This is an optimization exercise on Yosys and OpenROAD, whose aim is small area, a short achievable clock period and few clock cycles per item, not a production implementation.
Power figures rest on the tool's default switching activity, not on a simulated workload.

// math_core_alu
module math_core_alu #(
    parameter int DW = 32,
    parameter int CW = 32
) (
    input  logic          clk,
    input  logic          rst,
    input  logic [0:1]    mode,
    input  logic          in_valid,
    output logic          in_ready,
    input  logic [0:DW-1] ain,
    input  logic [0:DW-1] bin,
    output logic          out_valid,
    input  logic          out_ready,
    output logic [0:DW-1] result,
    output logic          ovf,
    output logic [0:CW-1] statistic,
    input  logic          stat_ld,
    input  logic [0:CW-1] stat_din,
    input  logic          flush,
    output logic          busy
);
For scale: about 200 flip-flops, roughly 22000 um2 of cells after synthesis.
==> flow/config.mk <==
export PLATFORM = sky130hd
export DESIGN_NAME = math_core_alu
export DESIGN_NICKNAME = math_core_alu
export VERILOG_FILES = /design/flow/design.v
export SDC_FILE = /design/flow/constraint.sdc
export NUM_CORES = 4
export LEC_CHECK = 0
export ABC_AREA = 1
export CAP_MARGIN = 20
export CORE_MARGIN = 2
export CORE_UTILIZATION = 40
export SLEW_MARGIN = 20
==> flow/constraint.sdc <==
create_clock -name core_clock -period 10.0 [get_ports {clk}]
set_input_delay 2.0000 -clock core_clock [delete_from_list [all_inputs] [get_ports {clk}]]
set_output_delay 2.0000 -clock core_clock [all_outputs]
set_load 0.01 [all_outputs]
standard.sh (not shown) runs the stock make flow with config.mk's settings and CLKGATE_MAP_FILE= SYNTH_SCRIPT=/design/flow/synth_recipe.tcl, a recipe that flattens the netlist after the stock synthesis.
==> flow/flow/run.sh <==
#!/bin/bash
# The standard layout, with plain buf_1 port buffers and a tighter setup target
# for timing repair; the log of the whole make run goes to standard.log.
bash standard.sh BUFFER_PORTS_ARGS="-buffer_cell sky130_fd_sc_hd__buf_1" SETUP_SLACK_MARGIN=5.6 finish > standard.log 2>&1
The baseline produced a clean layout.
Next try:
--- a/flow/design.v
+++ b/flow/design.v
@@ -20,17 +20,18 @@
     output logic          busy
 );
     logic [31:0]   a1;
     logic [31:0]   b1;
     logic [32:1]   a3_1;
     logic [10:0]   bs1_1, bs2_1, bs3_1, bs4_1;
     logic [9:0]    bneg_1;
+    logic          bgt_1;            
     logic [1:0]    m1;
     logic          v1;
-    localparam int K = 20;
+    localparam int K = 22;
     logic [31:K]   s2;
     logic [31:K]   c2;
     logic [K-1:0]  lo2;
     logic          ck2;
     logic          k1_2;
     logic          k2_2;
     logic          mulp2;
@@ -641,15 +642,15 @@
     logic [31:0] s_n, c_n;
     logic        k1_n, k2_n;
     logic [K+1:0] lo_n;
     assign is_add = (m1 == 2'd0);
     assign is_sub = (m1 == 2'd1);
     assign is_mul = (m1 == 2'd2);
     assign is_max = (m1 == 2'd3);
-    assign b_gt   = b1 > a1;
+    assign b_gt   = bgt_1;
     assign s_n    = is_mul ? mul_s : ((is_max && b_gt) ? b1 : a1);
     assign c_n    = is_mul ? mul_c : (is_add ? b1 : (is_sub ? ~b1 : 32'd0));
     assign lo_n   = {1'b0, s_n[K-1:0], is_sub} + {1'b0, c_n[K-1:0], is_sub};
     assign k1_n   = is_sub || (is_mul && (g32 || mul_p32));
     assign k2_n   = is_add || is_sub || (is_mul && !g32);
     logic [33-K:0] hi;
     logic          cout;
@@ -673,14 +674,15 @@
             if (stat_ld)    r_stat <= stat_din;
             else if (hs && !(&r_stat)) r_stat <= r_stat + 1'b1;
         end
     end
     always_ff @(posedge clk) begin
         if (en1) begin
             a1 <= ain;
+            bgt_1  <= bin_v > ain_v;
             bs1_1  <= bs1_in;
             bs2_1  <= bs2_in;
             bs3_1  <= bs3_in;
             bs4_1  <= bs4_in;
             bneg_1 <= {bin_v[29], bin_v[26], bin_v[23], bin_v[20], bin_v[17],
                        bin_v[14], bin_v[11], bin_v[8], bin_v[5], bin_v[2]};
             a3_1 <= a3_in[32:1];
=>
- core utilization goes down by 0.43 points
- synthesized cell count goes down by 0.42%
- cell area is about the same
- setup slack improved by 0.58 ns
- register-to-register slack improved by 0.59 ns
- worst hold slack improved by 0.022 ns
- routed wire length goes up by 1.6%
Function was not checked in any run of this note: the RTL went through the layout flow alone.

========
math_core_alu, a different RTL version from the one above (not shown whole).
Size: ~150 flip-flops, about 0.021 mm^2 of cells after synthesis.
==> flow/config.mk <==
export PLATFORM = sky130hd
export DESIGN_NAME = math_core_alu
export DESIGN_NICKNAME = math_core_alu
export VERILOG_FILES = /design/flow/design.v
export SDC_FILE = /design/flow/constraint.sdc
export NUM_CORES = 4
export LEC_CHECK = 0
export ABC_AREA = 1
export CAP_MARGIN = 20
export CORE_MARGIN = 2
export CORE_UTILIZATION = 40
export SLEW_MARGIN = 20
==> flow/constraint.sdc <==
create_clock -name core_clock -period 10.0 [get_ports {clk}]
set_input_delay 2.0000 -clock core_clock [delete_from_list [all_inputs] [get_ports {clk}]]
set_output_delay 2.0000 -clock core_clock [all_outputs]
set_load 0.01 [all_outputs]
Scripts as last shown in full above: flow/flow/run.sh
Rerun with:
--- a/flow/design.v
+++ b/flow/design.v
@@ -15,29 +15,28 @@
     output logic          ovf,
     output logic [0:CW-1] statistic,
     input  logic          stat_ld,
     input  logic [0:CW-1] stat_din,
     input  logic          flush,
     output logic          busy
 );
     logic [31:0]   a1;
     logic [31:0]   b1;
     logic [1:0]    m1;
     logic          v1;
-    localparam int K = 16;
-    logic [31:K]   s2;
-    logic [31:K]   c2;
-    logic [K-1:0]  lo2;
-    logic          ck2;
+    logic [31:0]   s2;
+    logic [31:0]   c2;
+    logic          cin2;
     logic          k1_2;
     logic          k2_2;
+    logic          max2;
     logic          mulp2;
     logic [2-1:0] l32_2;
     logic          v2;
     logic [CW-1:0] r_stat;
     logic          take2;
     logic          en1;
     logic          hs;
     assign take2    = !v2 || out_ready;
     assign en1      = !v1 || take2;
     assign in_ready = !flush && en1;
     assign hs       = v2 && out_ready && !flush;
@@ -858,41 +857,40 @@
     assign mul_c = {ts479, ts477, ts475, ts473, ts471, ts469, ts467, ts465, ts463, ts461, ts459, ts457, ts455, ts453, ts451, ts449, ts447, ts445, ts443, ts441, ts439, ts437, ts435, ts433, ts431, ts429, ts427, ts425, ts423, bneg[1], 1'b0, bneg[0]};
     assign mul_p32 = pp0_32 ^ pp1_30 ^ pp2_28 ^ pp3_26 ^ pp4_24 ^ pp5_22 ^ pp6_20 ^ pp7_18 ^ pp8_16 ^ pp9_14 ^ pp10_12 ^ pp11_10 ^ pp12_8 ^ pp13_6 ^ pp14_4 ^ pp15_2 ^ pp16_0 ^ bneg[16] ^ tc34 ^ tc36 ^ tc38 ^ tc40 ^ tc138 ^ tc140 ^ tc142 ^ tc144 ^ tc260 ^ tc262 ^ tc264 ^ tc362 ^ tc364;
     assign mul_l32 = {tc420, tc480};
     logic [31:0] bsuf;
     logic        g32;
     always_comb begin
         bsuf[31] = b1[31];
         for (int k = 30; k >= 0; k--) bsuf[k] = bsuf[k+1] | b1[k];
         g32 = 1'b0;
         for (int i = 1; i < 32; i++) g32 = g32 | (a1[i] & bsuf[32-i]);
     end
-    logic        is_mul, is_add, is_sub, is_max, b_gt;
+    logic        is_mul, is_add, is_max;
     logic [31:0] s_n, c_n;
-    logic        k1_n, k2_n;
-    logic [K+1:0] lo_n;
+    logic        cin_n, k1_n, k2_n;
     assign is_add = (m1 == 2'd0);
-    assign is_sub = (m1 == 2'd1);
     assign is_mul = (m1 == 2'd2);
     assign is_max = (m1 == 2'd3);
-    assign b_gt   = b1 > a1;
-    assign s_n    = is_mul ? mul_s : ((is_max && b_gt) ? b1 : a1);
-    assign c_n    = is_mul ? mul_c : (is_add ? b1 : (is_sub ? ~b1 : 32'd0));
-    assign lo_n   = {1'b0, s_n[K-1:0], is_sub} + {1'b0, c_n[K-1:0], is_sub};
-    assign k1_n   = is_sub || (is_mul && (g32 || mul_p32));
-    assign k2_n   = is_add || is_sub || (is_mul && !g32);
-    logic [33-K:0] hi;
-    logic          cout;
-    assign hi        = {1'b0, s2, ck2} + {1'b0, c2, ck2};
-    assign cout      = hi[33-K];
-    assign result    = {hi[32-K:1], lo2};
+    assign s_n    = is_mul ? mul_s : a1;
+    assign c_n    = is_mul ? mul_c : (is_add ? b1 : ~b1);
+    assign cin_n  = !is_mul && !is_add;
+    assign k1_n   = (m1 == 2'd1) || (is_mul && (g32 || mul_p32));
+    assign k2_n   = !is_max && !(is_mul && g32);
+    logic [33:0] sumx;
+    logic [31:0] sum;
+    logic        cout;
+    assign sumx      = {1'b0, s2, cin2} + {1'b0, c2, cin2};
+    assign sum       = sumx[32:1];
+    assign cout      = sumx[33];
+    assign result    = max2 ? (cout ? s2 : ~c2) : sum;
     assign ovf       = k1_2 ^ (k2_2 & cout) ^ (mulp2 & (^l32_2));
     assign out_valid = v2;
     assign statistic = r_stat;
     assign busy      = v1 || v2;
     always_ff @(posedge clk or negedge rst) begin
         if (!rst) begin
             v1     <= 1'b0;
             v2     <= 1'b0;
             r_stat <= '0;
         end else begin
             if (flush)     v1 <= 1'b0;
@@ -904,22 +902,22 @@
         end
     end
     always_ff @(posedge clk) begin
         if (en1) begin
             a1 <= ain;
             b1 <= bin;
             m1 <= mode;
         end
     end
     always_ff @(posedge clk) begin
         if (take2) begin
-            s2   <= s_n[31:K];
-            c2   <= c_n[31:K];
-            lo2  <= lo_n[K:1];
-            ck2  <= lo_n[K+1];
+            s2   <= s_n;
+            c2   <= c_n;
+            cin2 <= cin_n;
             k1_2 <= k1_n;
             k2_2 <= k2_n;
+            max2 <= is_max;
             mulp2 <= is_mul && !g32;
             l32_2 <= mul_l32;
         end
     end
 endmodule
Result:
- power rose by roughly a tenth
- via count falls slightly
- clock skew is about the same
- global-route usage is lower by 2.1 points
- wire length drops by a few percent
- register-to-register slack hardly moves
No run of this note included a check of the RTL's function; only the layout flow was run.

## afterwards: timing with drivers on the ports
No port has a modelled driver above. Below, the same layouts with a new extraction and two added sets of constraints.
Step 1: set_driving_cell puts a clkbuf_16 on clk and a buf_2 on each other input, an assumption about the parent block.
Step 2 also shifts input and output timing later by t, the mid clock arrival at the registers, as if the neighbouring blocks saw the same clock.
Three values: no drivers, after step 1, after step 2; two values: the first two.
run | t (ns) | slack for setup (ns) | slew at the worst register clock pin (ns)
the first run of note 1 | 0.646 | 4.537 / 4.537 / 4.537 | 0.06 / 0.06
the second run of note 1 | 0.615 | 5.115 / 5.058 / 5.134 | 0.07 / 0.07
the first run of note 2 | 0.553 | 5.007 / 5.007 / 5.007 | 0.07 / 0.07
the second run of note 2 | 0.538 | 4.872 / 4.815 / 5.009 | 0.09 / 0.09
After both steps every run listed still meets setup and hold.
